Source: an optimization exercise on an open RTL-to-GDS flow (aim: small area, a short achievable clock period and few clock cycles per item). Production flows keep margins and buffers that such runs may drop.
The RTL was checked by simulation tests, not by an equivalence proof against the original design.

===== flow/config.mk =====
export PLATFORM = sky130hd
export DESIGN_NAME = exec_unit
export DESIGN_NICKNAME = exec_unit
export VERILOG_FILES = /design/flow/design.v
export SDC_FILE = /design/flow/constraint.sdc
export NUM_CORES = 4
export LEC_CHECK = 0
export CAP_MARGIN = 20
export CORE_MARGIN = 10
export CORE_UTILIZATION = 40
export PLACE_DENSITY = 0.6
export SETUP_SLACK_MARGIN = 3.9
export SLEW_MARGIN = 20

===== flow/constraint.sdc =====
create_clock -name core_clock -period 6.5 [get_ports {clk}]
set_input_delay 1.3000 -clock core_clock [delete_from_list [all_inputs] [get_ports {clk}]]
set_output_delay 1.3000 -clock core_clock [all_outputs]
set_load 0.01 [all_outputs]

===== flow/design.v =====
`default_nettype none
package rv64_isa_pkg;
  typedef enum logic [6:0] {
    op_imm    = 7'b0010011,
    op_imm_32 = 7'b0011011,
    op        = 7'b0110011,
    op_32     = 7'b0111011,
    lui       = 7'b0110111,
    auipc     = 7'b0010111,
    load      = 7'b0000011,
    store     = 7'b0100011,
    jal       = 7'b1101111,
    jalr      = 7'b1100111,
    branch    = 7'b1100011,
    system    = 7'b1110011
  } opcode_e;
  localparam logic [2:0] F3_ADD_SUB = 3'b000;
  localparam logic [2:0] F3_SLL     = 3'b001;
  localparam logic [2:0] F3_SLT     = 3'b010;
  localparam logic [2:0] F3_SLTU    = 3'b011;
  localparam logic [2:0] F3_XOR     = 3'b100;
  localparam logic [2:0] F3_SRL_SRA = 3'b101;
  localparam logic [2:0] F3_OR      = 3'b110;
  localparam logic [2:0] F3_AND     = 3'b111;
  localparam logic [2:0] F3_BEQ  = 3'b000;
  localparam logic [2:0] F3_BNE  = 3'b001;
  localparam logic [2:0] F3_BLT  = 3'b100;
  localparam logic [2:0] F3_BGE  = 3'b101;
  localparam logic [2:0] F3_BLTU = 3'b110;
  localparam logic [2:0] F3_BGEU = 3'b111;
  localparam logic [2:0] F3_MUL    = 3'b000;
  localparam logic [2:0] F3_MULH   = 3'b001;
  localparam logic [2:0] F3_MULHSU = 3'b010;
  localparam logic [2:0] F3_MULHU  = 3'b011;
  localparam logic [6:0] F7_MULDIV = 7'b0000001;
  typedef struct packed {
    logic [6:0] funct7;
    logic [4:0] rs2;
    logic [4:0] rs1;
    logic [2:0] funct3;
    logic [4:0] rd;
    opcode_e    opcode;
  } r_fields_t;
  typedef struct packed {
    logic [11:0] imm12;   
    logic [4:0]  rs1;
    logic [2:0]  funct3;
    logic [4:0]  rd;
    opcode_e     opcode;
  } i_fields_t;
  typedef union packed {
    r_fields_t r_view;
    i_fields_t i_view;
  } instr_u;
endpackage
`default_nettype wire
`default_nettype none
package exu_pkg;
  localparam int XLEN = 64;
  typedef logic [XLEN-1:0] xlen_t;
  typedef struct packed {
    logic sel_sum;    
    logic clr_lsb;    
    logic sel_shr;    
    logic sel_shl;    
    logic sel_xor;
    logic sel_or;
    logic sel_and;
    logic sel_cmp;    
    logic word;       
    logic sh_arith;   
    logic cin;        
    logic c_eq;       
    logic c_lts;      
    logic c_ltu;      
    logic c_inv;      
  } alu_ctl_t;
  typedef struct packed {
    logic a_neg;       
    logic corr;        
    logic take_high;   
    logic word;        
  } mul_req_t;
endpackage
`default_nettype wire
`default_nettype none
module alu_op_decode (
  input  wire [31:0]            instr_i,
  input  wire exu_pkg::xlen_t   src_a_i,
  input  wire exu_pkg::xlen_t   src_b_i,
  output exu_pkg::alu_ctl_t     ctl_o,
  output logic                  is_mul_o,
  output exu_pkg::mul_req_t     mul_req_o,
  output exu_pkg::xlen_t        op_a_o,
  output exu_pkg::xlen_t        op_b_o
);
  logic [6:0] opcode;
  logic [2:0] f3;
  logic [6:0] f7;
  logic       is_op, is_opimm, is_op32, is_opimm32;
  logic       alu_rr, alu_rr32;
  logic       muldiv, muldiv32;
  logic       rev_a, zext_w, sext_w, inv_b, lui;
  logic       wshift;
  exu_pkg::xlen_t a_rev;
  assign opcode = instr_i[6:0];
  assign f3     = instr_i[14:12];
  assign f7     = instr_i[31:25];
  assign is_op      = (opcode == 7'b0110011);
  assign is_opimm   = (opcode == 7'b0010011);
  assign is_op32    = (opcode == 7'b0111011);
  assign is_opimm32 = (opcode == 7'b0011011);
  assign muldiv     = is_op   && (f7 == 7'b0000001);
  assign muldiv32   = is_op32 && (f7 == 7'b0000001);
  assign alu_rr     = (is_op || is_opimm) && !muldiv;
  assign alu_rr32   = (is_op32 || is_opimm32) && !muldiv32;
  assign lui        = (opcode == 7'b0110111);
  always_comb begin
    ctl_o    = '0;
    is_mul_o = 1'b0;
    mul_req_o = '0;
    rev_a    = 1'b0;
    zext_w   = 1'b0;
    sext_w   = 1'b0;
    inv_b    = 1'b0;
    wshift   = 1'b0;
    if (muldiv) begin
      if (!f3[2]) begin
        is_mul_o            = 1'b1;
        mul_req_o.a_neg     = (f3 == 3'd1 || f3 == 3'd2) && src_a_i[63];
        mul_req_o.corr      = (f3 == 3'd2 || f3 == 3'd3) && src_b_i[63];
        mul_req_o.take_high = (f3 != 3'd0);
      end
    end else if (muldiv32) begin
      if (f3 == 3'd0) begin
        is_mul_o       = 1'b1;
        mul_req_o.word = 1'b1;
      end
    end else if (alu_rr) begin
      case (f3)
        3'd0: begin
          ctl_o.sel_sum = 1'b1;
          inv_b         = is_op && f7[5];
        end
        3'd1: begin
          ctl_o.sel_shl = 1'b1;
          rev_a         = 1'b1;
        end
        3'd2: begin
          ctl_o.sel_cmp = 1'b1;
          ctl_o.c_lts   = 1'b1;
          inv_b         = 1'b1;
        end
        3'd3: begin
          ctl_o.sel_cmp = 1'b1;
          ctl_o.c_ltu   = 1'b1;
          inv_b         = 1'b1;
        end
        3'd4: ctl_o.sel_xor = 1'b1;
        3'd5: begin
          ctl_o.sel_shr  = 1'b1;
          ctl_o.sh_arith = instr_i[30];
        end
        3'd6: ctl_o.sel_or = 1'b1;
        default: ctl_o.sel_and = 1'b1;
      endcase
    end else if (alu_rr32) begin
      case (f3)
        3'd0: begin
          ctl_o.sel_sum = 1'b1;
          ctl_o.word    = 1'b1;
          inv_b         = is_op32 && f7[5];
        end
        3'd1: begin
          ctl_o.sel_shl = 1'b1;
          ctl_o.word    = 1'b1;
          rev_a         = 1'b1;
          wshift        = 1'b1;
        end
        3'd5: begin
          ctl_o.sel_shr  = 1'b1;
          ctl_o.word     = 1'b1;
          ctl_o.sh_arith = f7[5];
          sext_w         = f7[5];
          zext_w         = !f7[5];
          wshift         = 1'b1;
        end
        default: ;
      endcase
    end else begin
      case (opcode)
        7'b0110111,                           
        7'b0010111, 7'b0000011,
        7'b0100011, 7'b1101111: ctl_o.sel_sum = 1'b1;
        7'b1100111: begin
          ctl_o.sel_sum = 1'b1;
          ctl_o.clr_lsb = 1'b1;
        end
        7'b1100011: begin
          inv_b = 1'b1;
          case (f3)
            3'd0: begin ctl_o.sel_cmp = 1'b1; ctl_o.c_eq  = 1'b1; end
            3'd1: begin ctl_o.sel_cmp = 1'b1; ctl_o.c_eq  = 1'b1; ctl_o.c_inv = 1'b1; end
            3'd4: begin ctl_o.sel_cmp = 1'b1; ctl_o.c_lts = 1'b1; end
            3'd5: begin ctl_o.sel_cmp = 1'b1; ctl_o.c_lts = 1'b1; ctl_o.c_inv = 1'b1; end
            3'd6: begin ctl_o.sel_cmp = 1'b1; ctl_o.c_ltu = 1'b1; end
            3'd7: begin ctl_o.sel_cmp = 1'b1; ctl_o.c_ltu = 1'b1; ctl_o.c_inv = 1'b1; end
            default: ;
          endcase
        end
        default: ;
      endcase
    end
    ctl_o.cin = inv_b;
  end
  always_comb begin
    for (int i = 0; i < exu_pkg::XLEN; i++) a_rev[i] = src_a_i[exu_pkg::XLEN-1-i];
  end
  always_comb begin
    if (lui)         op_a_o = '0;
    else if (rev_a)  op_a_o = a_rev;
    else if (zext_w) op_a_o = {32'd0, src_a_i[31:0]};
    else if (sext_w) op_a_o = {{32{src_a_i[31]}}, src_a_i[31:0]};
    else             op_a_o = src_a_i;
  end
  always_comb begin
    op_b_o = inv_b ? ~src_b_i : src_b_i;
    if (wshift) op_b_o[5] = 1'b0;   
  end
endmodule
`default_nettype wire
`default_nettype none
module int_alu (
  input  wire exu_pkg::alu_ctl_t ctl_i,
  input  wire exu_pkg::xlen_t    op_a_i,
  input  wire exu_pkg::xlen_t    op_b_i,
  output exu_pkg::xlen_t         result_o
);
  localparam int XLEN = exu_pkg::XLEN;
  exu_pkg::xlen_t sum;
  logic           cout;
  exu_pkg::xlen_t shr;
  exu_pkg::xlen_t shl;
  logic           eq, lt_u, lt_s, cond;
  exu_pkg::xlen_t res;
  assign {cout, sum} = {1'b0, op_a_i} + {1'b0, op_b_i} + {{XLEN{1'b0}}, ctl_i.cin};
  assign eq   = &(op_a_i ^ op_b_i);
  assign lt_u = !cout;
  assign lt_s = (op_a_i[XLEN-1] == op_b_i[XLEN-1]) ? op_a_i[XLEN-1] : lt_u;
  assign cond = ((ctl_i.c_eq & eq) | (ctl_i.c_lts & lt_s) | (ctl_i.c_ltu & lt_u)) ^ ctl_i.c_inv;
  assign shr = XLEN'($signed({ctl_i.sh_arith & op_a_i[XLEN-1], op_a_i}) >>> op_b_i[5:0]);
  always_comb begin
    for (int i = 0; i < XLEN; i++) shl[i] = shr[XLEN-1-i];
  end
  always_comb begin
    res = ({XLEN{ctl_i.sel_sum}} & {sum[XLEN-1:1], sum[0] & !ctl_i.clr_lsb})
        | ({XLEN{ctl_i.sel_shr}} & shr)
        | ({XLEN{ctl_i.sel_shl}} & shl)
        | ({XLEN{ctl_i.sel_xor}} & (op_a_i ^ op_b_i))
        | ({XLEN{ctl_i.sel_or}}  & (op_a_i | op_b_i))
        | ({XLEN{ctl_i.sel_and}} & (op_a_i & op_b_i))
        | {{(XLEN-1){1'b0}}, ctl_i.sel_cmp & cond};
    result_o = ctl_i.word ? {{32{res[31]}}, res[31:0]} : res;
  end
endmodule
`default_nettype wire
`default_nettype none
module shift_add_mul (
  input  wire exu_pkg::xlen_t    mcand_i,     
  input  wire                    a_neg_i,
  input  wire [7:0]              mplier_i,    
  input  wire                    mprev_i,     
  input  wire                    corr_i,      
  input  wire [66:0]             acc_s_i,
  input  wire [66:0]             acc_c_i,
  input  wire [7:0]              ret_s_i,
  input  wire [7:0]              ret_c_i,
  input  wire                    ret_n_i,
  input  wire [1:0]              low_ci_i,
  output logic [66:0]            acc_s_o,
  output logic [66:0]            acc_c_o,
  output logic [7:0]             ret_s_o,
  output logic [7:0]             ret_c_o,
  output logic                   ret_n_o,
  output logic [1:0]             low_ci_o,
  output logic [7:0]             prod_bits_o,  
  output exu_pkg::xlen_t         high_o        
);
  localparam int TW = 75;
  typedef logic [TW-1:0] vec_t;
  function automatic [TW-1:0] csa_s(input [TW-1:0] x, input [TW-1:0] y, input [TW-1:0] z);
    csa_s = x ^ y ^ z;
  endfunction
  function automatic [TW-1:0] csa_c(input [TW-1:0] x, input [TW-1:0] y, input [TW-1:0] z);
    csa_c = {((x & y) | (x & z) | (y & z)), 1'b0};
  endfunction
  logic [8:0]  bits;
  logic [3:0]  one, two, neg;
  logic [65:0] a1, a2;
  logic [65:0] rb [4];
  vec_t        u [4];
  vec_t        s1, c1, s2, c2, s3, c3, xs, xc;
  assign bits = {mplier_i, mprev_i};
  assign a1   = {a_neg_i, a_neg_i, mcand_i};
  assign a2   = {a_neg_i, mcand_i, 1'b0};
  always_comb begin
    for (int j = 0; j < 4; j++) begin
      one[j] = bits[2*j+1] ^ bits[2*j];
      two[j] = (bits[2*j+2] & !bits[2*j+1] & !bits[2*j]) |
               (!bits[2*j+2] & bits[2*j+1] & bits[2*j]);
      neg[j] = bits[2*j+2] & !(bits[2*j+1] & bits[2*j]);
      rb[j]  = (({66{one[j]}} & a1) | ({66{two[j]}} & a2)) ^ {66{neg[j]}};
    end
    u[0] = {1'b0, 2'b11, 1'b0, 1'b1, 1'b0, 1'b1, 1'b0, !rb[0][65], rb[0][65], rb[0][64:0]};
    u[1] = {7'd0, !rb[1][65], rb[1][64:0], 1'b0, neg[0]};
    u[2] = {5'd0, !rb[2][65], rb[2][64:0], 1'b0, neg[1], 2'b00};
    u[3] = {3'd0, !rb[3][65], rb[3][64:0], 1'b0, neg[2], 4'b0000};
  end
  always_comb begin
    s1 = csa_s(vec_t'(acc_s_i), vec_t'(acc_c_i), u[0]);
    c1 = csa_c(vec_t'(acc_s_i), vec_t'(acc_c_i), u[0]);
    s2 = csa_s(u[1], u[2], u[3]);
    c2 = csa_c(u[1], u[2], u[3]);
    s3 = csa_s(s1, c1, s2);
    c3 = csa_c(s1, c1, s2);
    xs = csa_s(s3, c3, c2);
    xc = csa_c(s3, c3, c2);
  end
  always_comb begin
    acc_s_o  = xs[TW-1:8];
    acc_c_o  = xc[TW-1:8];
    ret_s_o  = xs[7:0];
    ret_c_o  = xc[7:0];
    ret_n_o  = neg[3];
    {low_ci_o, prod_bits_o} = {2'b00, ret_s_i} + {2'b00, ret_c_i} + {3'b000, ret_n_i, 6'd0} +
                              {8'd0, low_ci_i};
  end
  exu_pkg::xlen_t corr, fs, fc;
  always_comb begin
    corr = corr_i ? mcand_i : 64'd0;
    fs   = acc_s_i[63:0] ^ acc_c_i[63:0] ^ corr;
    fc   = {((acc_s_i[62:0] & acc_c_i[62:0]) | (acc_s_i[62:0] & corr[62:0]) |
             (acc_c_i[62:0] & corr[62:0])), |low_ci_o};
  end
  assign high_o = fs + fc + {63'd0, low_ci_o[1]};
endmodule
`default_nettype wire
`default_nettype none
module exec_unit (
  input  wire                       clk,
  input  wire                       arst_n_i,
  input  wire                       valid_i,
  input  wire [31:0]                instr_i,
  input  wire [63:0]                src_a_i,
  input  wire [63:0]                src_b_i,
  output logic [63:0]               result_o,
  output logic                      done_o,
  output logic                      ready_o
);
  localparam int K      = 8;
  localparam int NSTEP  = 64 / K;
  localparam int NSTEPW = 32 / K;
  localparam int CNT_W  = $clog2(NSTEP);
  exu_pkg::alu_ctl_t ctl_d, ctl_q;
  exu_pkg::mul_req_t mreq_d, mreq_q;
  exu_pkg::xlen_t    op_a_d, op_b_d, op_a_q, op_b_q;
  exu_pkg::xlen_t    alu_res;
  logic              is_mul;
  logic              accept, accept_mul;
  logic              busy_q;   
  logic              alu_v_q;
  logic              mul_run_q, mul_fin_q;
  logic [CNT_W-1:0]  cnt_q;
  logic              last_step;
  logic [66:0]       acc_s_q, acc_c_q, acc_s_d, acc_c_d;
  logic [K-1:0]      ret_s_q, ret_c_q, ret_s_d, ret_c_d;
  logic              ret_n_q, ret_n_d;
  logic [1:0]        low_ci_q, low_ci_d;
  logic              mprev_q;
  logic [K-1:0]      prod_bits;
  exu_pkg::xlen_t    mul_high;
  exu_pkg::xlen_t    low_next;
  alu_op_decode alu_op_decode_inst (
    .instr_i   (instr_i),
    .src_a_i   (src_a_i),
    .src_b_i   (src_b_i),
    .ctl_o     (ctl_d),
    .is_mul_o  (is_mul),
    .mul_req_o (mreq_d),
    .op_a_o    (op_a_d),
    .op_b_o    (op_b_d)
  );
  assign accept     = valid_i & !busy_q;
  assign accept_mul = accept & is_mul;
  always_ff @(posedge clk) begin
    if (!busy_q) begin
      op_a_q <= op_a_d;
      op_b_q <= op_b_d;
      ctl_q  <= ctl_d;
      mreq_q <= mreq_d;
    end else begin
      op_b_q <= low_next;
    end
  end
  assign last_step = mul_run_q &&
                     (cnt_q == (mreq_q.word ? CNT_W'(NSTEPW - 1) : CNT_W'(NSTEP - 1)));
  shift_add_mul shift_add_mul_inst (
    .mcand_i     (op_a_q),
    .a_neg_i     (mreq_q.a_neg),
    .mplier_i    (op_b_q[K-1:0]),
    .mprev_i     (mprev_q),
    .corr_i      (mreq_q.corr),
    .acc_s_i     (acc_s_q),
    .acc_c_i     (acc_c_q),
    .ret_s_i     (ret_s_q),
    .ret_c_i     (ret_c_q),
    .ret_n_i     (ret_n_q),
    .low_ci_i    (low_ci_q),
    .acc_s_o     (acc_s_d),
    .acc_c_o     (acc_c_d),
    .ret_s_o     (ret_s_d),
    .ret_c_o     (ret_c_d),
    .ret_n_o     (ret_n_d),
    .low_ci_o    (low_ci_d),
    .prod_bits_o (prod_bits),
    .high_o      (mul_high)
  );
  assign low_next = {prod_bits, op_b_q[63:K]};
  always_ff @(posedge clk) begin
    if (mul_run_q) begin
      acc_s_q  <= acc_s_d;
      acc_c_q  <= acc_c_d;
      ret_s_q  <= ret_s_d;
      ret_c_q  <= ret_c_d;
      ret_n_q  <= ret_n_d;
      low_ci_q <= low_ci_d;
      mprev_q  <= op_b_q[K-1];
    end else begin
      acc_s_q  <= 67'd1 << 66;   
      acc_c_q  <= '0;
      ret_s_q  <= '0;
      ret_c_q  <= '0;
      ret_n_q  <= 1'b0;
      low_ci_q <= '0;
      mprev_q  <= 1'b0;
    end
    cnt_q <= accept_mul ? '0 : cnt_q + 1'b1;
  end
  always_ff @(posedge clk or negedge arst_n_i) begin
    if (!arst_n_i) begin
      mul_run_q <= 1'b0;
      mul_fin_q <= 1'b0;
      ready_o   <= 1'b1;
      busy_q    <= 1'b0;
    end else begin
      mul_run_q <= accept_mul | (mul_run_q & !last_step);
      mul_fin_q <= last_step;
      if (accept_mul) begin
        ready_o <= 1'b0;
        busy_q  <= 1'b1;
      end else if (last_step) begin
        ready_o <= 1'b1;
        busy_q  <= 1'b0;
      end
    end
  end
  int_alu int_alu_inst (
    .ctl_i    (ctl_q),
    .op_a_i   (op_a_q),
    .op_b_i   (op_b_q),
    .result_o (alu_res)
  );
  always_ff @(posedge clk) begin
    if (mul_fin_q) begin
      if (mreq_q.take_high) begin
        result_o <= mul_high;
      end else if (mreq_q.word) begin
        result_o <= {{32{low_next[63]}}, low_next[63:32]};
      end else begin
        result_o <= low_next;
      end
    end else begin
      result_o <= alu_res;
    end
  end
  always_ff @(posedge clk or negedge arst_n_i) begin
    if (!arst_n_i) begin
      alu_v_q <= 1'b0;
      done_o  <= 1'b0;
    end else begin
      alu_v_q <= accept & !is_mul;
      done_o  <= alu_v_q | mul_fin_q;
    end
  end
endmodule
`default_nettype wire

===== flow/run.sh =====
#!/bin/bash
# synth_recipe.tcl (not shown) runs the flow's synth.tcl, then flattens the netlist and writes it again
# the make line also repeats each setting of config.mk as NAME=value (left out here)
make -C /OpenROAD-flow-scripts/flow DESIGN_CONFIG=/design/flow/config.mk WORK_HOME=/design/flow/orfs CLKGATE_MAP_FILE= SYNTH_SCRIPT=/design/flow/synth_recipe.tcl finish

==> run_results.csv, run 1 <==
group,metric,value,unit
cts,clockRootBuffer,"clkbuf_16",
die,io_pins,229,
sta,hold_violations,0,
cts,cts_sinks,369,
yosys,synth_area,0.0429,sq mm
yosys,synth_compound_area_share,21.3,%
routing,num_vias,43900,
critical_path,reg2reg_from,"ret_s_q[2]$_SDFF_PN0_",
min_path,hold_path.startpoint,"cnt_q[0]$_SDFF_PP0_",
sta,setup_violations,0,
routing,first_pass_iters,9,
sta,fmax,189,MHz
yosys,synth-seq-area-share,19.2,%
cts,clock_latency,0.63,ns
global_routing,grt_max_degree,105,
placed_design,dp_hpwl,161,mm
cts,holdBufCountCts,0,
critical_path,crit_path_end_kind,"register",
yosys,synth_edf_count,83,
die,die_width,347,um
yosys,synth.distinct_cells,91,
sta,fin_crit_sh,81.5,%
yosys,yosys.area_share.xor_xnor,9.14,%
yosys,synth_top_area_share,15.3,%
placed_design,gp_congestion,1.09,
yosys,ys_top_cells_by_area,"fa_1, dfxtp_1, ha_1",
finish,drive_above_1_share,27.7,%
placed_design,dpl_worst_slack,0.995,ns
yosys,netlist_instances,5134,
cts,h-tree-depth,2,
global_routing,grt_pass1_vias,42700,
global_routing,grt_use_met3,14.0,%
yosys,synthFlopType,"dfxtp_1",
critical_path,reg2reg_depth,25,
yosys,synthMuxAreaShare,6.65,%
critical_path,r2r_end,"result_o[50]$_DFF_P_",
global_routing,grt_remaining_overflow,0,
routing,dr.first_iter.drc_count,5776,
routing,wl_per_cell,34.1,um
die,rows,120,
run,drv_cap,0,
critical_path,crit_top_cell,"fa_2",
min_path,whs_path_depth,1,
global_routing,antenna_found_initial,14,
yosys,synth_area_leader_cell,"fa_1",
critical_path,crit_buf_inv,1,
yosys,synth_area_per_cell,8.35,sq um
yosys,ys_ff_latch,369,
global_routing,gr-usage-all-layers,37.2,%
sta,rsz0062_at_grt,"yes",
cts,clockBufferDepth,3,
min_path,worst_hold_path_type,"register to register",
critical_path,required,6.98,ns
run_status,status,"timing/DRC/antenna clean",
critical_path,worstSetupPathType,"register to register",
cts,clk_pin_slew,0.07,ns
critical_path,reg2reg_slack,1.20,ns
global_routing,gr-usage-met2,54.2,%
sta,worst_clock_skew,0.0396,ns
cts,cts_tree,"built",
yosys,synth_warnings,6,
yosys,synth_fa_ha_area_share,21.6,%
critical_path,critical-path-top-delay-family,"compound AO/OA/AOI/OAI gates",
min_path,whs_endpoint,"cnt_q[0]$_SDFF_PP0_",
finish,final_nets,6144,
die,design.die.area,0.121,sq mm
critical_path,worst_path_largest_cell_delay,0.40,ns
finish,area_delta_synth_final,34.8,%
critical_path,arrival,5.78,ns
yosys,synth_nets,5842,
sta,max_slew_margin,11.5,%
placed_design,port_buffers,213,
die,core,0.107,sq mm
critical_path,critPathLaunchType,"register",
routing,wirelength,235,mm
sta,post-route-min-period,5.30,ns
routing,drc_errors,0,
critical_path,path_max_fanout,5,
yosys,synth-async-reset-ratio,1.63,%
cts,cts_made_buffers,47,
global_routing,busiest_layer,"met2",
routing,viasPerCell,6.38,
yosys,synth-simple-area-share,13.5,%
die,die_h,347,um
sta,report.final.slew_viol_count,0,
critical_path,cp_slowest_cell,"or3_4",
die,start_util,40.1,%
global_routing,grt_pass1_wl,324,mm
sta,worst_pin_slew,1.31,ns
routing,ant_nets,0,
global_routing,use_met1,45.2,%
sta,fin_ws,1.20,ns
sta,setup_tns,0,ns
yosys,synth_top_family_by_area,"adder cells",
==> worst register-to-register path, delay by kind of cell, from the launching register on <==
family / cells / cell delay, ns
and+or+nand+nor: 7 / 1.21
buffers and inverters: 1 / 0.06
adders and majority gates: 5 / 1.41
AOI/OAI and AO/OA: 9 / 1.71
DFF: 1 / 0.33
xor gates and xnor gates: 3 / 0.44
==> cells in the final DEF, fill, tap and decap left out, drive strengths merged, types with 14 or more instances in the layout <==
cell type,n
a31oi,40
and2,225
clkdlybuf4s15,31
clkinv,19
a21oi,331
diode,14
o221ai,15
clkbuf,72
nor2b,22
xor2,239
edfxtp,83
nand4,39
nor3,39
clkdlybuf4s50,130
o21bai,29
fa,327
ha,218
nor2,287
nand2,460
and3,39
nand3,53
o31ai,15
mux2i,124
a22oi,277
o21a,21
dlygate4sd2,32
a221oi,51
a21o,81
dfxtp,280
xnor2,208
mux4,60
buf,457
nand2b,20
o21ai,318
a211oi,39
o211ai,44
mux2,23
inv,522
o2111ai,26
==> cell usage after synthesis (10+ instances only) <==
library cell and count:
xnor2_1 208, mux2i_1 124, nor2_1 284, o21ai_0 309, nand2_1 457, xor2_1 239
buf_1 44, nand3_1 53, o21a_1 21, nor2b_1 21, buf_2 28, fa_1 327
and2_1 224, clkbuf_1 345, inv_1 517, a221o_1 10, a21o_1 81, mux2_2 23
nand2b_1 20, o21bai_1 29, a221oi_1 49, o31ai_1 13, nand4_1 39, edfxtp_1 83
o221ai_1 15, a21oi_1 328, and3_1 39, a211oi_1 39, o2111ai_1 26, ha_1 218
nor3_1 39, a22oi_1 277, a31oi_1 40, mux4_2 60, o211ai_1 44, dfxtp_1 280
==> cell type report <==
| type | instances | area (sq um) |
|---|---|---|
| Antenna cell | 14 | 35.0 |
| Timing Repair Buffer | 673 | 8360 |
| Clock buffer | 61 | 1290 |
| Inverter | 524 | 2030 |
| Tap cell | 1403 | 1760 |
| Sequential cell | 369 | 8350 |
| Multi-Input combinational cell | 3821 | 35700 |
| Clock inverter | 26 | 283 |
| Fill cell | 9457 | 49000 |
==> how the worst max path moves through the flow <==
| stage | to | from | slack, ns | depth (start not counted) |
|---|---|---|---|---|
| floorplan | result_o[51]$_DFF_P_ | ret_s_q[2]$_SDFF_PN0_ | 1.94 | 24 |
| global placement | result_o[60]$_DFF_P_ | ret_s_q[2]$_SDFF_PN0_ | 1.04 | 25 |
| detailed placement | result_o[60]$_DFF_P_ | ret_s_q[2]$_SDFF_PN0_ | 0.99 | 25 |
| CTS | result_o[51]$_DFF_P_ | ret_s_q[2]$_SDFF_PN0_ | 1.37 | 24 |
| global route | result_o[51]$_DFF_P_ | ret_s_q[2]$_SDFF_PN0_ | 1.07 | 23 |
| finish | result_o[50]$_DFF_P_ | ret_s_q[2]$_SDFF_PN0_ | 1.20 | 25 |
==> through the flow <==
step / hold slack [ns] / cell area (sq um) / instances / util (%)
global route: 0.455 / 57700 / 6878 / 54.1
detailed placement: 0.421 / 48100 / 6475 / 45.1
CTS: 0.427 / 55500 / 6820 / 52.0
floorplan: 0.345 / 45200 / 5134 / -
global placement: 0.409 / 48100 / 6475 / 45.1
finish: 0.430 / 57800 / 6891 / 54.1
==> sequential cells by signal (all words and copies together), names as in the netlist <==
signal / flops
op_a_q: 64
low_ci_q: 2
result_o: 64
op_b_q: 64
ret_c_q: 6
ret_n_q: 1
acc_c_q: 65
cnt_q: 3
done_o: 1
mreq_q: 4
ctl_q: 15
ret_s_q: 8
mul_run_q: 1
busy_q: 1
acc_s_q: 66
mul_fin_q: 1
mprev_q: 1
alu_v_q: 1
ready_o: 1
==> routing by layer <==
layer | up-vias | share of wire [%]
li1 | 18300 | -
met1 | 21800 | 37
met2 | 3035 | 42
met3 | 779 | 13
met4 | 10 | 8.2
met5 | - | 0.028
==> kinds of logic after synthesis <==
family	count (synthesis)
muxes	207
DFF	369
AOI/OAI and AO/OA	1386
adders and majority gates	545
buffers and inverters	951
and+or+nand+nor	1229
xor gates and xnor gates	447
==> timing repair <==
| item | in CTS | in global routing |
|---|---|---|
| hold endpoints to repair | 0 | 0 |
| pin swaps | 292 | 284 |
| setup buffers | 195 | 48 |
| gates resized for setup | 712 | 363 |
| setup endpoints to repair | 412 | 351 |
| gates cloned | 63 | 9 |
Testbench counts, summed over its fixed seeds: cycles 23,352, items 16,000.
==> run 2, diff against run 1 <==
--- a/flow/design.v
+++ b/flow/design.v
@@ -268,8 +268,10 @@
 module shift_add_mul (
   input  wire exu_pkg::xlen_t    mcand_i,     
   input  wire                    a_neg_i,
-  input  wire [7:0]              mplier_i,    
-  input  wire                    mprev_i,     
+  input  wire [3:0]              one_i,       
+  input  wire [3:0]              two_i,       
+  input  wire [3:0]              neg_i,
+  input  wire                    first_i,     
   input  wire                    corr_i,      
   input  wire [66:0]             acc_s_i,
   input  wire [66:0]             acc_c_i,
@@ -284,7 +286,9 @@
   output logic                   ret_n_o,
   output logic [1:0]             low_ci_o,
   output logic [7:0]             prod_bits_o,  
-  output exu_pkg::xlen_t         high_o        
+  output exu_pkg::xlen_t         high_s_o,     
+  output exu_pkg::xlen_t         high_c_o,     
+  output logic                   high_ci_o
 );
   localparam int TW = 75;
   typedef logic [TW-1:0] vec_t;
@@ -294,31 +298,34 @@
   function automatic [TW-1:0] csa_c(input [TW-1:0] x, input [TW-1:0] y, input [TW-1:0] z);
     csa_c = {((x & y) | (x & z) | (y & z)), 1'b0};
   endfunction
-  logic [8:0]  bits;
-  logic [3:0]  one, two, neg;
+  logic [66:0] fs_i, fc_i;
+  logic [7:0]  rs_i, rc_i;
+  logic        rn_i;
+  logic [1:0]  lc_i;
   logic [65:0] a1, a2;
   logic [65:0] rb [4];
   vec_t        u [4];
   vec_t        s1, c1, s2, c2, s3, c3, xs, xc;
-  assign bits = {mplier_i, mprev_i};
+  assign fs_i = first_i ? (67'd1 << 66) : acc_s_i;
+  assign fc_i = first_i ? 67'd0 : acc_c_i;
+  assign rs_i = first_i ? 8'd0 : ret_s_i;
+  assign rc_i = first_i ? 8'd0 : ret_c_i;
+  assign rn_i = !first_i & ret_n_i;
+  assign lc_i = first_i ? 2'd0 : low_ci_i;
   assign a1   = {a_neg_i, a_neg_i, mcand_i};
   assign a2   = {a_neg_i, mcand_i, 1'b0};
   always_comb begin
     for (int j = 0; j < 4; j++) begin
-      one[j] = bits[2*j+1] ^ bits[2*j];
-      two[j] = (bits[2*j+2] & !bits[2*j+1] & !bits[2*j]) |
-               (!bits[2*j+2] & bits[2*j+1] & bits[2*j]);
-      neg[j] = bits[2*j+2] & !(bits[2*j+1] & bits[2*j]);
-      rb[j]  = (({66{one[j]}} & a1) | ({66{two[j]}} & a2)) ^ {66{neg[j]}};
+      rb[j] = (({66{one_i[j]}} & a1) | ({66{two_i[j]}} & a2)) ^ {66{neg_i[j]}};
     end
     u[0] = {1'b0, 2'b11, 1'b0, 1'b1, 1'b0, 1'b1, 1'b0, !rb[0][65], rb[0][65], rb[0][64:0]};
-    u[1] = {7'd0, !rb[1][65], rb[1][64:0], 1'b0, neg[0]};
-    u[2] = {5'd0, !rb[2][65], rb[2][64:0], 1'b0, neg[1], 2'b00};
-    u[3] = {3'd0, !rb[3][65], rb[3][64:0], 1'b0, neg[2], 4'b0000};
+    u[1] = {7'd0, !rb[1][65], rb[1][64:0], 1'b0, neg_i[0]};
+    u[2] = {5'd0, !rb[2][65], rb[2][64:0], 1'b0, neg_i[1], 2'b00};
+    u[3] = {3'd0, !rb[3][65], rb[3][64:0], 1'b0, neg_i[2], 4'b0000};
   end
   always_comb begin
-    s1 = csa_s(vec_t'(acc_s_i), vec_t'(acc_c_i), u[0]);
-    c1 = csa_c(vec_t'(acc_s_i), vec_t'(acc_c_i), u[0]);
+    s1 = csa_s(vec_t'(fs_i), vec_t'(fc_i), u[0]);
+    c1 = csa_c(vec_t'(fs_i), vec_t'(fc_i), u[0]);
     s2 = csa_s(u[1], u[2], u[3]);
     c2 = csa_c(u[1], u[2], u[3]);
     s3 = csa_s(s1, c1, s2);
@@ -331,18 +338,35 @@
     acc_c_o  = xc[TW-1:8];
     ret_s_o  = xs[7:0];
     ret_c_o  = xc[7:0];
-    ret_n_o  = neg[3];
-    {low_ci_o, prod_bits_o} = {2'b00, ret_s_i} + {2'b00, ret_c_i} + {3'b000, ret_n_i, 6'd0} +
-                              {8'd0, low_ci_i};
-  end
-  exu_pkg::xlen_t corr, fs, fc;
-  always_comb begin
-    corr = corr_i ? mcand_i : 64'd0;
-    fs   = acc_s_i[63:0] ^ acc_c_i[63:0] ^ corr;
-    fc   = {((acc_s_i[62:0] & acc_c_i[62:0]) | (acc_s_i[62:0] & corr[62:0]) |
-             (acc_c_i[62:0] & corr[62:0])), |low_ci_o};
+    ret_n_o  = neg_i[3];
+    {low_ci_o, prod_bits_o} = {2'b00, rs_i} + {2'b00, rc_i} + {3'b000, rn_i, 6'd0} +
+                              {8'd0, lc_i};
+  end
+  exu_pkg::xlen_t corr;
+  always_comb begin
+    corr    = corr_i ? mcand_i : 64'd0;
+    high_s_o = acc_s_i[63:0] ^ acc_c_i[63:0] ^ corr;
+    high_c_o = {((acc_s_i[62:0] & acc_c_i[62:0]) | (acc_s_i[62:0] & corr[62:0]) |
+                 (acc_c_i[62:0] & corr[62:0])), |low_ci_o};
+    high_ci_o = low_ci_o[1];
+  end
+endmodule
+module booth_enc (
+  input  wire [7:0]  bits_i,
+  input  wire        prev_i,
+  output logic [3:0] one_o,
+  output logic [3:0] two_o,
+  output logic [3:0] neg_o
+);
+  logic [8:0] b;
+  assign b = {bits_i, prev_i};
+  always_comb begin
+    for (int j = 0; j < 4; j++) begin
+      one_o[j] = b[2*j+1] ^ b[2*j];
+      two_o[j] = (b[2*j+2] & !b[2*j+1] & !b[2*j]) | (!b[2*j+2] & b[2*j+1] & b[2*j]);
+      neg_o[j] = b[2*j+2] & !(b[2*j+1] & b[2*j]);
+    end
   end
-  assign high_o = fs + fc + {63'd0, low_ci_o[1]};
 endmodule
 `default_nettype wire
 `default_nettype none
@@ -361,7 +385,7 @@
   localparam int NSTEP  = 64 / K;
   localparam int NSTEPW = 32 / K;
   localparam int CNT_W  = $clog2(NSTEP);
-  exu_pkg::alu_ctl_t ctl_d, ctl_q;
+  exu_pkg::alu_ctl_t ctl_d, ctl_q, ctl_hi;
   exu_pkg::mul_req_t mreq_d, mreq_q;
   exu_pkg::xlen_t    op_a_d, op_b_d, op_a_q, op_b_q;
   exu_pkg::xlen_t    alu_res;
@@ -370,15 +394,18 @@
   logic              busy_q;   
   logic              alu_v_q;
   logic              mul_run_q, mul_fin_q;
+  logic              fin_low, fin_high;
   logic [CNT_W-1:0]  cnt_q;
   logic              last_step;
   logic [66:0]       acc_s_q, acc_c_q, acc_s_d, acc_c_d;
   logic [K-1:0]      ret_s_q, ret_c_q, ret_s_d, ret_c_d;
   logic              ret_n_q, ret_n_d;
   logic [1:0]        low_ci_q, low_ci_d;
-  logic              mprev_q;
+  logic              first_q;
+  logic [3:0]        one_d, two_d, neg_d, one_q, two_q, neg_q;
   logic [K-1:0]      prod_bits;
-  exu_pkg::xlen_t    mul_high;
+  exu_pkg::xlen_t    high_s, high_c;
+  logic              high_ci;
   exu_pkg::xlen_t    low_next;
   alu_op_decode alu_op_decode_inst (
     .instr_i   (instr_i),
@@ -392,12 +419,23 @@
   );
   assign accept     = valid_i & !busy_q;
   assign accept_mul = accept & is_mul;
+  assign fin_low  = mul_fin_q & !mreq_q.take_high;
+  assign fin_high = mul_fin_q & mreq_q.take_high;
+  always_comb begin
+    ctl_hi         = '0;
+    ctl_hi.sel_sum = 1'b1;
+    ctl_hi.cin     = high_ci;
+  end
   always_ff @(posedge clk) begin
     if (!busy_q) begin
       op_a_q <= op_a_d;
       op_b_q <= op_b_d;
       ctl_q  <= ctl_d;
       mreq_q <= mreq_d;
+    end else if (fin_high) begin
+      op_a_q <= high_s;
+      op_b_q <= high_c;
+      ctl_q  <= ctl_hi;
     end else begin
       op_b_q <= low_next;
     end
@@ -407,8 +445,10 @@
   shift_add_mul shift_add_mul_inst (
     .mcand_i     (op_a_q),
     .a_neg_i     (mreq_q.a_neg),
-    .mplier_i    (op_b_q[K-1:0]),
-    .mprev_i     (mprev_q),
+    .one_i       (one_q),
+    .two_i       (two_q),
+    .neg_i       (neg_q),
+    .first_i     (first_q),
     .corr_i      (mreq_q.corr),
     .acc_s_i     (acc_s_q),
     .acc_c_i     (acc_c_q),
@@ -423,28 +463,30 @@
     .ret_n_o     (ret_n_d),
     .low_ci_o    (low_ci_d),
     .prod_bits_o (prod_bits),
-    .high_o      (mul_high)
+    .high_s_o    (high_s),
+    .high_c_o    (high_c),
+    .high_ci_o   (high_ci)
   );
   assign low_next = {prod_bits, op_b_q[63:K]};
+  booth_enc booth_enc_inst (
+    .bits_i (busy_q ? op_b_q[2*K-1:K] : src_b_i[K-1:0]),
+    .prev_i (busy_q & op_b_q[K-1]),
+    .one_o  (one_d),
+    .two_o  (two_d),
+    .neg_o  (neg_d)
+  );
   always_ff @(posedge clk) begin
-    if (mul_run_q) begin
-      acc_s_q  <= acc_s_d;
-      acc_c_q  <= acc_c_d;
-      ret_s_q  <= ret_s_d;
-      ret_c_q  <= ret_c_d;
-      ret_n_q  <= ret_n_d;
-      low_ci_q <= low_ci_d;
-      mprev_q  <= op_b_q[K-1];
-    end else begin
-      acc_s_q  <= 67'd1 << 66;   
-      acc_c_q  <= '0;
-      ret_s_q  <= '0;
-      ret_c_q  <= '0;
-      ret_n_q  <= 1'b0;
-      low_ci_q <= '0;
-      mprev_q  <= 1'b0;
-    end
-    cnt_q <= accept_mul ? '0 : cnt_q + 1'b1;
+    acc_s_q  <= acc_s_d;
+    acc_c_q  <= acc_c_d;
+    ret_s_q  <= ret_s_d;
+    ret_c_q  <= ret_c_d;
+    ret_n_q  <= ret_n_d;
+    low_ci_q <= low_ci_d;
+    one_q    <= one_d;
+    two_q    <= two_d;
+    neg_q    <= neg_d;
+    first_q  <= accept_mul;
+    cnt_q    <= accept_mul ? '0 : cnt_q + 1'b1;
   end
   always_ff @(posedge clk or negedge arst_n_i) begin
     if (!arst_n_i) begin
@@ -458,7 +500,7 @@
       if (accept_mul) begin
         ready_o <= 1'b0;
         busy_q  <= 1'b1;
-      end else if (last_step) begin
+      end else if ((last_step & !mreq_q.take_high) | fin_high) begin
         ready_o <= 1'b1;
         busy_q  <= 1'b0;
       end
@@ -471,14 +513,8 @@
     .result_o (alu_res)
   );
   always_ff @(posedge clk) begin
-    if (mul_fin_q) begin
-      if (mreq_q.take_high) begin
-        result_o <= mul_high;
-      end else if (mreq_q.word) begin
-        result_o <= {{32{low_next[63]}}, low_next[63:32]};
-      end else begin
-        result_o <= low_next;
-      end
+    if (fin_low) begin
+      result_o <= mreq_q.word ? {{32{low_next[63]}}, low_next[63:32]} : low_next;
     end else begin
       result_o <= alu_res;
     end
@@ -488,8 +524,8 @@
       alu_v_q <= 1'b0;
       done_o  <= 1'b0;
     end else begin
-      alu_v_q <= accept & !is_mul;
-      done_o  <= alu_v_q | mul_fin_q;
+      alu_v_q <= (accept & !is_mul) | fin_high;
+      done_o  <= alu_v_q | fin_low;
     end
   end
 endmodule
--- a/flow/config.mk
+++ b/flow/config.mk
@@ -9,5 +9,5 @@
 export CORE_MARGIN = 10
 export CORE_UTILIZATION = 40
 export PLACE_DENSITY = 0.6
-export SETUP_SLACK_MARGIN = 3.9
+export SETUP_SLACK_MARGIN = 2.8
 export SLEW_MARGIN = 20
==> run_results.csv, run 2 <==
group,metric,value,unit
finish,area_delta_synth_final,17.1,%
finish,drive_above_1_share,12.3,%
critical_path,cp_slowest_cell,"edfxtp_1",
finish,final_cell_mix,"inv_1, nand2_1, fa_1",
min_path,whs_endpoint,"cnt_q[0]$_SDFF_PP0_",
routing,wl_per_cell,32.8,um
yosys,synthFlopType,"dfxtp_1",
sta,post-route-min-period,4.40,ns
critical_path,crit_buf_inv,1,
run_status,status,"timing/DRC/antenna clean",
finish,largest_reg_flops,65,
yosys,synth_edf_count,83,
global_routing,grt_max_degree,80,
routing,ant_nets,0,
cts,cts_sinks,379,
finish,final_nets,5461,
global_routing,gr-usage-all-layers,34.5,%
critical_path,path_max_fanout,3,
finish,final_util,47.1,%
critical_path,reg2reg_slack,2.10,ns
critical_path,reg2reg_depth,13,
min_path,whs_path_depth,1,
cts,h-tree-depth,2,
min_path,hold_path.startpoint,"cnt_q[0]$_SDFF_PP0_",
yosys,ys_top_cells_by_area,"fa_1, dfxtp_1, edfxtp_1",
cts,clock_latency,0.66,ns
routing,drc_errors,0,
sta,hold_violations,0,
sta,report.final.slew_viol_count,0,
sta,fin_crit_sh,67.6,%
sta,setup_tns,0,ns
cts,cts_tree,"built",
cts,clk_pin_slew,0.06,ns
yosys,synth_most_common_cell,"inv_1",
sta,fin_ws,2.10,ns
critical_path,worst_path_largest_cell_delay,0.51,ns
yosys,synth_top_area_share,16.1,%
yosys,synth-seq-area-share,21.0,%
die,design.die.area,0.114,sq mm
critical_path,critical-path-top-delay-family,"compound AO/OA/AOI/OAI gates",
yosys,synth-async-reset-ratio,1.58,%
cts,clockBufferDepth,3,
die,core,0.0999,sq mm
placed_design,port_buffers,213,
yosys,synth_warnings,7,
global_routing,antenna_found_initial,18,
sta,worst_clock_skew,0.0188,ns
die,die_width,337,um
yosys,synth_top_cells_by_count,"inv_1, nand2_1, o21ai_0",
yosys,synth_area_leader_cell,"fa_1",
sta,max_slew_margin,18.5,%
critical_path,required,6.99,ns
cts,cts_made_buffers,46,
die,io_pins,229,
routing,wirelength,202,mm
placed_design,gp_congestion,1.06,
yosys,synth_area_per_cell,8.50,sq um
yosys,ys_ff_latch,379,
yosys,synth.distinct_cells,84,
finish,layout.cells.non_filler,6158,
finish,largest-register,"acc_c_q",
critical_path,crit_chain,"fa_2 -> fa_2 -> a21o_1 -> a221o_1 -> a2111oi_4 -> nor3b_2 -> buf_4 -> o31a_1 -> o31a_1 -> a2111o_1 -> nand3_2 -> mux2i_1 -> a221oi_2",
cts,clockRootBuffer,"clkbuf_16",
placed_design,post-place-cells,5953,
die,die_h,337,um
global_routing,grt_pass1_vias,37300,
min_path,worst_hold_path_type,"register to register",
yosys,synth_nets,5367,
sta,worst_pin_slew,1.22,ns
routing,num_vias,39000,
critical_path,critPathLaunchType,"register",
critical_path,r2r_end,"result_o[0]$_DFF_P_",
finish,layout_commonest_cell,"inv_1",
critical_path,arrival,4.89,ns
routing,dr.first_iter.drc_count,5624,
sta,rsz0062_at_grt,"yes",
die,rows,116,
global_routing,grt_remaining_overflow,0,
critical_path,reg2reg_from,"op_a_q[0]$_DFFE_PP_",
critical_path,worstSetupPathType,"register to register",
yosys,netlist_instances,4725,
finish,fillerInstances,9711,
global_routing,grt_pass1_wl,281,mm
die,start_util,40.2,%
routing,viasPerCell,6.34,
sta,setup_violations,0,
placed_design,dpl_worst_slack,1.51,ns
yosys,synth_area,0.0402,sq mm
placed_design,dp_hpwl,147,mm
routing,first_pass_iters,6,
critical_path,crit_path_end_kind,"register",
run,drv_cap,0,
sta,fmax,227,MHz
[run 2: timing repair]
action | in CTS | in global routing
resized for setup | 125 | 98
buffers inserted | 75 | 35
endpoints found under the setup margin | 156 | 87
pin swaps | 16 | 23
hold buffers | 0 | 0
gates cloned | 3 | 1
[run 2: per-layer routing]
| metal | part of all wire, % | global-route usage, % | vias to the layer above | wire length (um) |
|---|---|---|---|---|
| met3 | 12 | 10.1 | 615 | 24900 |
| met2 | 41 | 49.6 | 2801 | 83200 |
| li1 | - | - | 16300 | - |
| met1 | 38 | 44.0 | 19300 | 75900 |
| met5 | 0.022 | 0 | - | 44 |
| met4 | 8.8 | 24.3 | 6 | 17700 |
[run 2: area by class of cell]
type / count / area, sq um / area share, %
antenna: 4 / 10.0 / 0.0213
clock buffer: 65 / 1330 / 2.82
clock inverter: 20 / 234 / 0.497
inverter: 492 / 1860 / 3.95
multi-input combinational: 3441 / 29200 / 62.0
sequential: 379 / 8530 / 18.1
tap: 1298 / 1620 / 3.45
timing repair buffer: 458 / 4300 / 9.14
timing repair inverter: 1 / 7.51 / 0.0160
[run 2: worst max-delay path by stage]
| stage | to | depth (start not counted) | slack (ns) | start |
|---|---|---|---|---|
| detailed placement | op_a_q[12]$_DFFE_PP_ | 8 | 1.51 | instr_i[4] |
| CTS | result_o[0]$_DFF_P_ | 13 | 2.21 | op_a_q[0]$_DFFE_PP_ |
| global route | result_o[56]$_DFF_P_ | 14 | 2.10 | op_a_q[0]$_DFFE_PP_ |
| floorplan | result_o[0]$_DFF_P_ | 16 | 2.82 | op_b_q[4]$_DFF_P_ |
| global placement | result_o[63]$_DFF_P_ | 13 | 1.51 | op_b_q[1]$_DFF_P_ |
| finish | result_o[0]$_DFF_P_ | 13 | 2.10 | op_a_q[0]$_DFFE_PP_ |
[run 2: cell families (layout without fill, tap and decap cells)]
group,Yosys count,after routing,synth area share (%)
other,0,4,0
XOR/XNOR,398,398,8.68
flip-flops,379,379,21.0
AO/OA/AOI/OAI,1262,1263,20.1
buffers and inverters,908,1036,8.58
AND/OR/NAND/NOR,1031,1033,12.1
multiplexers,267,267,8.53
adder cells (fa/ha/maj),480,480,21.0
[run 2: through the flow]
step           area [sq um]  hold slack [ns]
2_1_floorplan         40300            0.329
3_3_place_gp          43500            0.407
3_5_place_dp          43500            0.415
4_1_cts               46300            0.430
5_1_grt               47100            0.440
6_report              47100            0.422
Testbench counts of run 2, summed over its fixed seeds: cycles 23,973, items 16,000.
==> run 3, diff against run 2 <==
--- a/flow/config.mk
+++ b/flow/config.mk
@@ -7,7 +7,6 @@
 export LEC_CHECK = 0
 export CAP_MARGIN = 20
 export CORE_MARGIN = 10
-export CORE_UTILIZATION = 40
-export PLACE_DENSITY = 0.6
-export SETUP_SLACK_MARGIN = 2.8
+export CORE_UTILIZATION = 30
+export PLACE_DENSITY = 0.5
 export SLEW_MARGIN = 20
==> run_results.csv, run 3 <==
group,metric,value,unit
run_status,status,"timing/DRC/antenna clean",
sta,fin_crit_sh,79.6,%
yosys,synthFlopType,"dfxtp_1",
critical_path,worstSetupPathType,"register to register",
cts,cts_sinks,379,
sta,max_slew_margin,17.1,%
yosys,netlist_instances,4725,
die,core,0.133,sq mm
sta,hold_ws,0.420,ns
sta,setup_violations,0,
finish,fillerInstances,13900,
die,start_util,30.1,%
cts,cts_tree,"built",
finish,layout_commonest_cell,"inv_1",
global_routing,grt_pass1_wl,285,mm
cts,cts_resized,0,
critical_path,crit_chain,"inv_1 -> ha_1 -> a211oi_1 -> o21ai_0 -> a21oi_1 -> o21ai_0 -> buf_4 -> a31o_2 -> a211oi_1 -> buf_4 -> nor2_1 -> a31oi_1 -> xor2_1 -> a2111oi_0",
critical_path,crit_buf_inv,3,
sta,worst_clock_skew,0.0888,ns
sta,setup_tns,0,ns
die,design.die.area,0.149,sq mm
sta,report.final.slew_viol_count,0,
sta,fmax,193,MHz
finish,final_cell_mix,"inv_1, nand2_1, fa_1",
routing,drc_errors,0,
finish,final_nets,5360,
global_routing,grt_remaining_overflow,0,
global_routing,grt_pass1_vias,36900,
critical_path,cp_slowest_cell,"dfxtp_4",
finish,largest_reg_flops,65,
yosys,ys_top_cells_by_area,"fa_1, dfxtp_1, edfxtp_1",
yosys,synth-async-reset-ratio,1.58,%
yosys,synth-seq-area-share,21.0,%
cts,clockBufferDepth,3,
routing,dr.first_iter.drc_count,5030,
critical_path,critical-path-top-delay-family,"compound AO/OA/AOI/OAI gates",
critical_path,path_max_fanout,43,
yosys,synth.distinct_cells,84,
global_routing,antenna_found_initial,17,
cts,clock_latency,0.68,ns
finish,area_delta_synth_final,14.2,%
routing,ant_nets,0,
yosys,ys_ff_latch,379,
sta,hold_violations,0,
yosys,synth_area_leader_cell,"fa_1",
placed_design,gp_congestion,1.07,
finish,largest-register,"acc_c_q",
yosys,synth_area,0.0402,sq mm
die,io_pins,229,
cts,clockRootBuffer,"clkbuf_16",
routing,first_pass_iters,6,
routing,viasPerCell,5.75,
sta,rsz0062_at_grt,"no",
critical_path,required,6.91,ns
min_path,worst_hold_path_type,"register to register",
routing,num_vias,37600,
sta,post-route-min-period,5.17,ns
yosys,synth_edf_count,83,
die,die_h,386,um
global_routing,gr-usage-all-layers,26.5,%
cts,h-tree-depth,2,
cts,holdBufCountCts,0,
yosys,synth_nets,5367,
yosys,synth_top_cells_by_count,"inv_1, nand2_1, o21ai_0",
routing,wirelength,204,mm
yosys,synth_warnings,7,
global_routing,grt_max_degree,88,
cts,cts_made_buffers,50,
cts,clk_pin_slew,0.06,ns
placed_design,port_buffers,213,
routing,wl_per_cell,31.2,um
run,drv_cap,0,
yosys,synth_most_common_cell,"inv_1",
critical_path,arrival,5.59,ns
die,rows,134,
critical_path,crit_path_end_kind,"register",
critical_path,worst_path_largest_cell_delay,0.76,ns
finish,drive_above_1_share,7.61,%
placed_design,dp_hpwl,156,mm
sta,worst_pin_slew,1.23,ns
die,die_width,386,um
cts,post_cts_buffers,0,
critical_path,critPathLaunchType,"register",
yosys,synth_top_area_share,16.1,%
yosys,synth_area_per_cell,8.50,sq um
## run 3: routing by layer
layer / vias to the layer above / share of wire [%] / GRT usage (%)
li1: 16100 / - / -
met1: 18900 / 41 / 35.5
met2: 2156 / 42 / 38.6
met3: 447 / 10 / 6.03
met4: 14 / 7.0 / 15.5
met5: - / 0.046 / 0
## run 3: layout make-up
class,count,area [sq um],area share [%]
Antenna cell,9,22.5,0.0491
Clock buffer,77,1490,3.25
Clock inverter,17,159,0.346
Inverter,492,1850,4.03
Multi-Input combinational cell,3438,28400,61.9
Sequential cell,379,8490,18.5
Tap cell,1768,2210,4.82
Timing Repair Buffer,357,3260,7.11
## run 3: path summary, 6_finish.rpt
check                                    start                    to  slack, ns  depth (start not counted)
hold reg to reg            cnt_q[0]$_SDFF_PP0_   cnt_q[0]$_SDFF_PP0_       0.42                          1
setup reg to reg             op_b_q[1]$_DFF_P_  result_o[63]$_DFF_P_       1.33                         14
max in group asynchronous             arst_n_i   ready_o$_DFFE_PN1P_       5.33                          1
setup / recovery             op_b_q[1]$_DFF_P_  result_o[63]$_DFF_P_       1.33                         14
min in group asynchronous             arst_n_i     alu_v_q$_DFF_PN0_       0.89                          1
hold / removal             cnt_q[0]$_SDFF_PP0_   cnt_q[0]$_SDFF_PP0_       0.42                          1
## run 3: worst reg2reg max path, cell delays in order, from the launching register on
cell,delay (ns)
dfxtp_4,0.76
inv_1,0.45
ha_1,0.46
a211oi_1,0.34
o21ai_0,0.23
a21oi_1,0.36
o21ai_0,0.14
buf_4,0.19
a31o_2,0.29
a211oi_1,0.24
buf_4,0.18
nor2_1,0.05
a31oi_1,0.27
xor2_1,0.24
a2111oi_0,0.75
## run 3: metrics by stage
stage	utilization (%)	setup slack (ns)	cells	cell area, sq um
final	34.4	1.33	6537	45900
after global routing	34.4	1.16	6529	45900
after CTS	34.4	1.52	6527	45800
after detailed placement	33.2	1.58	6433	44200
after global placement	33.1	1.55	6432	44200
after floorplan	-	2.13	4725	40200
## run 3: cells by family (layout without fill, tap and decap cells)
kind of cell	count (synthesis)	count (layout)	synth area share [%]
mux	267	267	8.53
flops	379	379	21.0
simple gates	1031	1031	12.1
xor+xnor	398	398	8.68
compound gates	1262	1262	20.1
other cells	0	9	0
fa+ha+maj	480	480	21.0
buf+inv	908	943	8.58

-- port drivers added, routing unchanged --
Ports are ideal in the flow. The routed layouts listed here were re-timed in OpenROAD. Step 1 sets driving cells, clkbuf_16 on the clock port and buf_2 on the other inputs (assumed; they add their load-dependent delay and slew). Step 2 adds t to the input delays and takes it off the output delays; t is the mean of the earliest and latest rising clock arrival at the registers after step 1. Input paths then give back, and output paths get back, about the clock's delay inside the block. a / b / c = ideal / step 1 / step 2; a / b = the first two.
run	t, ns	slack for setup (ns)	hold WS [ns]
run 1	0.690	1.200 / 1.200 / 1.200	0.430 / 0.430 / 0.430
run 2	0.720	2.104 / 2.104 / 2.104	0.422 / 0.422 / 0.422
run 3	0.714	1.326 / 1.326 / 1.326	0.420 / 0.420 / 0.420
After both steps setup and hold are still met in every run listed.
